This is an optimization exercise on Yosys and OpenROAD, whose aim is a short achievable clock period and few clock cycles, not a production implementation. Only simulation tests tie the RTL to the original design; equivalence was not proved.

== build 73 ==
==> module fetchStage, before the edit <==
module fetchStage (
	input logic CLK,
	input logic RSTB,
	input logic imemWrite,
	input pipePkg::pcT imemAddr,
	input pipePkg::instrT imemData,
	input logic run,
	input logic dValid,
	input pipePkg::regIdT dDst,
	output logic fValid,
	output pipePkg::opT fOp,
	output logic fMatch1,
	output logic fMatch2
);
	localparam int N = pipePkg::IMEM_DEPTH;
	localparam int K = pipePkg::SKIP_WINDOW;
	logic [N-1:0] valid;
	logic [N-1:0][pipePkg::OP_WIDTH-1:0] mem;
	pipePkg::opT newOp;
	assign newOp.sub = imemData[pipePkg::SUB3_BIT] | imemData[pipePkg::ADD1_BIT];
	assign newOp.add = imemData[pipePkg::ADD4_BIT] | imemData[pipePkg::ADD1_BIT];
	assign newOp.src = imemData[pipePkg::SRC_LSB +: pipePkg::REG_ID_WIDTH];
	assign newOp.dst = imemData[pipePkg::DST_LSB +: pipePkg::REG_ID_WIDTH];
	always_ff @(posedge CLK)
	begin
		for (int i = 0; i < N; i++)
		begin
			if (imemWrite && (imemAddr == pipePkg::pcT'(i)))
			begin
				valid[i] <= |imemData[pipePkg::ADD1_BIT +: 4];
				mem[i] <= newOp;
			end
		end
	end
	logic [N-1:0] pc;
	logic [N-1:0] pick;
	logic [N-1:0] pickNext;
	logic [N-1:0] pcNext;
	for (genvar i = 0; i < N; i++)
	begin : g_pick
		logic [K:0] clear;
		logic [K-1:0] hit;
		assign clear[0] = 1'b1;
		for (genvar m = 1; m <= K; m++)
		begin : g_clear
			assign clear[m] = clear[m-1] & ~valid[(i - m + N) % N];
		end
		for (genvar m = 0; m < K; m++)
		begin : g_hit
			assign hit[m] = pc[(i - m + N) % N] & clear[m];
		end
		assign pickNext[i] = valid[i] & (|hit);
		assign pcNext[i] = pickNext[(i - 1 + N) % N] | (pc[(i - K + N) % N] & clear[K]);
	end
	localparam int P = 2 * K;
	logic [P-1:0] preValid;
	logic [P:0] preStart;
	logic [P:0] prePick0;
	logic [P:0] preAfter0;
	logic [P:0] prePick1;
	logic [P:0] preAfter1;
	logic preAny0;
	pipePkg::opT preWord;
	logic stale;
	logic reload;
	assign preValid = valid[P-1:0];
	assign reload = !run || stale;
	function automatic logic [2*(P+1)-1:0] preStep(input logic [P:0] at, input logic [P-1:0] v);
		logic [P:0] picked;
		logic [P:0] after;
		logic clr;
		logic hit;
		picked = '0;
		after = '0;
		for (int i = 0; i < P; i++)
		begin
			hit = 1'b0;
			clr = 1'b1;
			for (int m = 0; m < K; m++)
			begin
				if (i - m >= 0)
					hit = hit | (at[i - m] & clr);
				if (i - m - 1 >= 0)
					clr = clr & ~v[i - m - 1];
			end
			picked[i] = v[i] & hit;
		end
		for (int i = 1; i <= P; i++)
		begin
			clr = 1'b1;
			for (int m = 1; m <= K; m++)
				if (i - m >= 0)
					clr = clr & ~v[i - m];
			after[i] = picked[i - 1] | ((i - K >= 0) ? (at[i - K] & clr) : 1'b0);
		end
		preStep = {picked, after};
	endfunction
	assign preStart = (P+1)'(1);
	assign {prePick0, preAfter0} = preStep(preStart, preValid);
	assign {prePick1, preAfter1} = preStep(preAfter0, preValid);
	assign preAny0 = |prePick0;
	always_comb
	begin
		preWord = '0;
		for (int i = 0; i < K; i++)
			preWord |= mem[i] & {pipePkg::OP_WIDTH{prePick0[i]}};
	end
	always_ff @(posedge CLK or negedge RSTB)
	begin
		if (!RSTB)
		begin
			pc <= N'(1);
			pick <= '0;
			stale <= 1'b0;
		end
		else
		begin
			if (reload)
			begin
				pc <= N'(preAfter1);
				pick <= N'(prePick1);
			end
			else
			begin
				pc <= pcNext;
				pick <= pickNext;
			end
			stale <= imemWrite && (imemAddr < pipePkg::pcT'(P));
		end
	end
	localparam int G = 8;
	localparam int SRC_LSB = pipePkg::REG_ID_WIDTH;
	logic [N/G-1:0][pipePkg::OP_WIDTH-1:0] grpWord;
	logic [N/G-1:0][pipePkg::OP_WIDTH-1:0] grpOp;
	logic [N/G-1:0] grpValid;
	pipePkg::opT word;
	always_comb
	begin
		for (int g = 0; g < N / G; g++)
		begin
			grpWord[g] = '0;
			for (int i = g * G; i < (g + 1) * G; i++)
				grpWord[g] |= mem[i] & {pipePkg::OP_WIDTH{pick[i]}};
		end
	end
	always_comb
	begin
		word = '0;
		for (int g = 0; g < N / G; g++)
			word |= grpOp[g];
	end
	logic match1;
	logic match2;
	always_comb
	begin
		match1 = 1'b0;
		match2 = 1'b0;
		for (int g = 0; g < N / G; g++)
		begin
			match1 |= grpValid[g] && (grpOp[g][SRC_LSB +: pipePkg::REG_ID_WIDTH] == fOp.dst);
			match2 |= grpValid[g] && (grpOp[g][SRC_LSB +: pipePkg::REG_ID_WIDTH] == dDst);
		end
		match1 &= fValid;
		match2 &= dValid;
	end
	always_ff @(posedge CLK or negedge RSTB)
	begin
		if (!RSTB)
		begin
			grpValid <= '0;
			fValid <= 1'b0;
		end
		else
		begin
			for (int g = 0; g < N / G; g++)
				grpValid[g] <= |pick[g * G +: G];
			if (reload)
				grpValid[0] <= preAny0;
			fValid <= run && !stale && (|grpValid);
		end
	end
	always_ff @(posedge CLK)
	begin
		grpOp <= grpWord;
		if (reload)
			grpOp[0] <= preWord;
		fOp <= word;
		fMatch1 <= match1;
		fMatch2 <= match2;
	end
endmodule
Settings: LEC_CHECK=0, CAP_MARGIN=20, CORE_MARGIN=2, CORE_UTILIZATION=60, CTS_CLUSTER_DIAMETER=100, CTS_CLUSTER_SIZE=24, HOLD_SLACK_MARGIN=0.05, SETUP_SLACK_MARGIN=2.0, SLEW_MARGIN=20; clock period 3.6 ns.
run.sh (not shown) runs the stock make flow with config.mk's settings and CLKGATE_MAP_FILE= SYNTH_SCRIPT=/design/flow/synth_recipe.tcl, a recipe that flattens the netlist after the stock synthesis.
Testbench counts of build 73, summed over its fixed seeds: cycles 6,273.
### build 73 -> trial 77
--- a/flow/design.v
+++ b/flow/design.v
@@ -87,14 +87,15 @@
 	logic [P:0] preAfter0;
 	logic [P:0] prePick1;
 	logic [P:0] preAfter1;
 	logic preAny0;
 	pipePkg::opT preWord;
-	logic stale;
-	logic reload;
-	assign preValid = valid[P-1:0];
-	assign reload = !run || stale;
+	for (genvar i = 0; i < P; i++)
+	begin : g_preValid
+		assign preValid[i] = (imemWrite && (imemAddr == pipePkg::pcT'(i)))
+			? |imemData[pipePkg::ADD1_BIT +: 4] : valid[i];
+	end
 	function automatic logic [2*(P+1)-1:0] preStep(input logic [P:0] at, input logic [P-1:0] v);
 		logic [P:0] picked;
 		logic [P:0] after;
 		logic clr;
 		logic hit;
@@ -129,33 +130,33 @@
 	assign preAny0 = |prePick0;
 	always_comb
 	begin
 		preWord = '0;
 		for (int i = 0; i < K; i++)
-			preWord |= mem[i] & {pipePkg::OP_WIDTH{prePick0[i]}};
+		begin
+			if (imemWrite && (imemAddr == pipePkg::pcT'(i)))
+				preWord |= newOp & {pipePkg::OP_WIDTH{prePick0[i]}};
+			else
+				preWord |= mem[i] & {pipePkg::OP_WIDTH{prePick0[i]}};
+		end
 	end
 	always_ff @(posedge CLK or negedge RSTB)
 	begin
 		if (!RSTB)
 		begin
 			pc <= N'(1);
 			pick <= '0;
-			stale <= 1'b0;
+		end
+		else if (run)
+		begin
+			pc <= pcNext;
+			pick <= pickNext;
 		end
 		else
 		begin
-			if (reload)
-			begin
-				pc <= N'(preAfter1);
-				pick <= N'(prePick1);
-			end
-			else
-			begin
-				pc <= pcNext;
-				pick <= pickNext;
-			end
-			stale <= imemWrite && (imemAddr < pipePkg::pcT'(P));
+			pc <= N'(preAfter1);
+			pick <= N'(prePick1);
 		end
 	end
 	localparam int G = 8;
 	localparam int SRC_LSB = pipePkg::REG_ID_WIDTH;
 	logic [N/G-1:0][pipePkg::OP_WIDTH-1:0] grpWord;
@@ -200,19 +201,19 @@
 		end
 		else
 		begin
 			for (int g = 0; g < N / G; g++)
 				grpValid[g] <= |pick[g * G +: G];
-			if (reload)
+			if (!run)
 				grpValid[0] <= preAny0;
-			fValid <= run && !stale && (|grpValid);
+			fValid <= run && (|grpValid);
 		end
 	end
 	always_ff @(posedge CLK)
 	begin
 		grpOp <= grpWord;
-		if (reload)
+		if (!run)
 			grpOp[0] <= preWord;
 		fOp <= word;
 		fMatch1 <= match1;
 		fMatch2 <= match2;
 	end
--- outcome ---
When trial 77 is set beside build 73, its mean routed wirelength per cell turns out to be about 3.3% smaller.
The placed cell count number comes out higher for trial 77 vs build 73.
The buffering stage count on the worst path with inverters included of trial 77 exceeds that of build 73 by 2.
Final instance area delta (trial 77 − build 73): unfavourable
In trial 77, the effective utilization at floorplan came out 0.16 points below the value in build 73.
| worst slew margin relative to its limit | trial 77 vs build 73 | 8.8 points lower |
Diff build 73 -> trial 77 | global-route usage | decrease of 0.35 points
Between trial 77 and build 73, it is trial 77 whose fraction of area in non-clock buffers is higher, by 0.67 points.
Sort trial 77 and build 73 by transition time of the tightest slew-check pin asc -> top: build 73
Testbench counts of trial 77, summed over its fixed seeds: cycles 6,272.

## static timing again, ports no longer ideal
No port has a modelled driver above. Below, the same layouts with a new extraction and two added sets of constraints. Step 1 sets driving cells, clkbuf_16 on the clock port and buf_2 on the other inputs (assumed; they add their load-dependent delay and slew). Step 2 also shifts input and output timing later by t, the mid clock arrival at the registers, as if the neighbouring blocks saw the same clock. Three values: ideal ports, drivers, drivers and shift; two values: the first two.
| run | shift t [ns] | setup slack, ns | worst setup path at the end | latest minus earliest clock arrival (ns) | cell pins on the clock port's net |
|---|---|---|---|---|---|
| build 73 | 0.716 | 1.665 / 1.594 / 1.184 | input to register | 0.032 / 0.031 | 1 |
| trial 77 | 0.716 | 1.478 / 1.498 / 0.783 | input to register | 0.032 / 0.033 | 1 |
After both steps every run listed still meets setup and hold. The setup slack of trial 77, which loses most, moves by +0.020 ns with the drivers and by -0.695 ns with both steps.
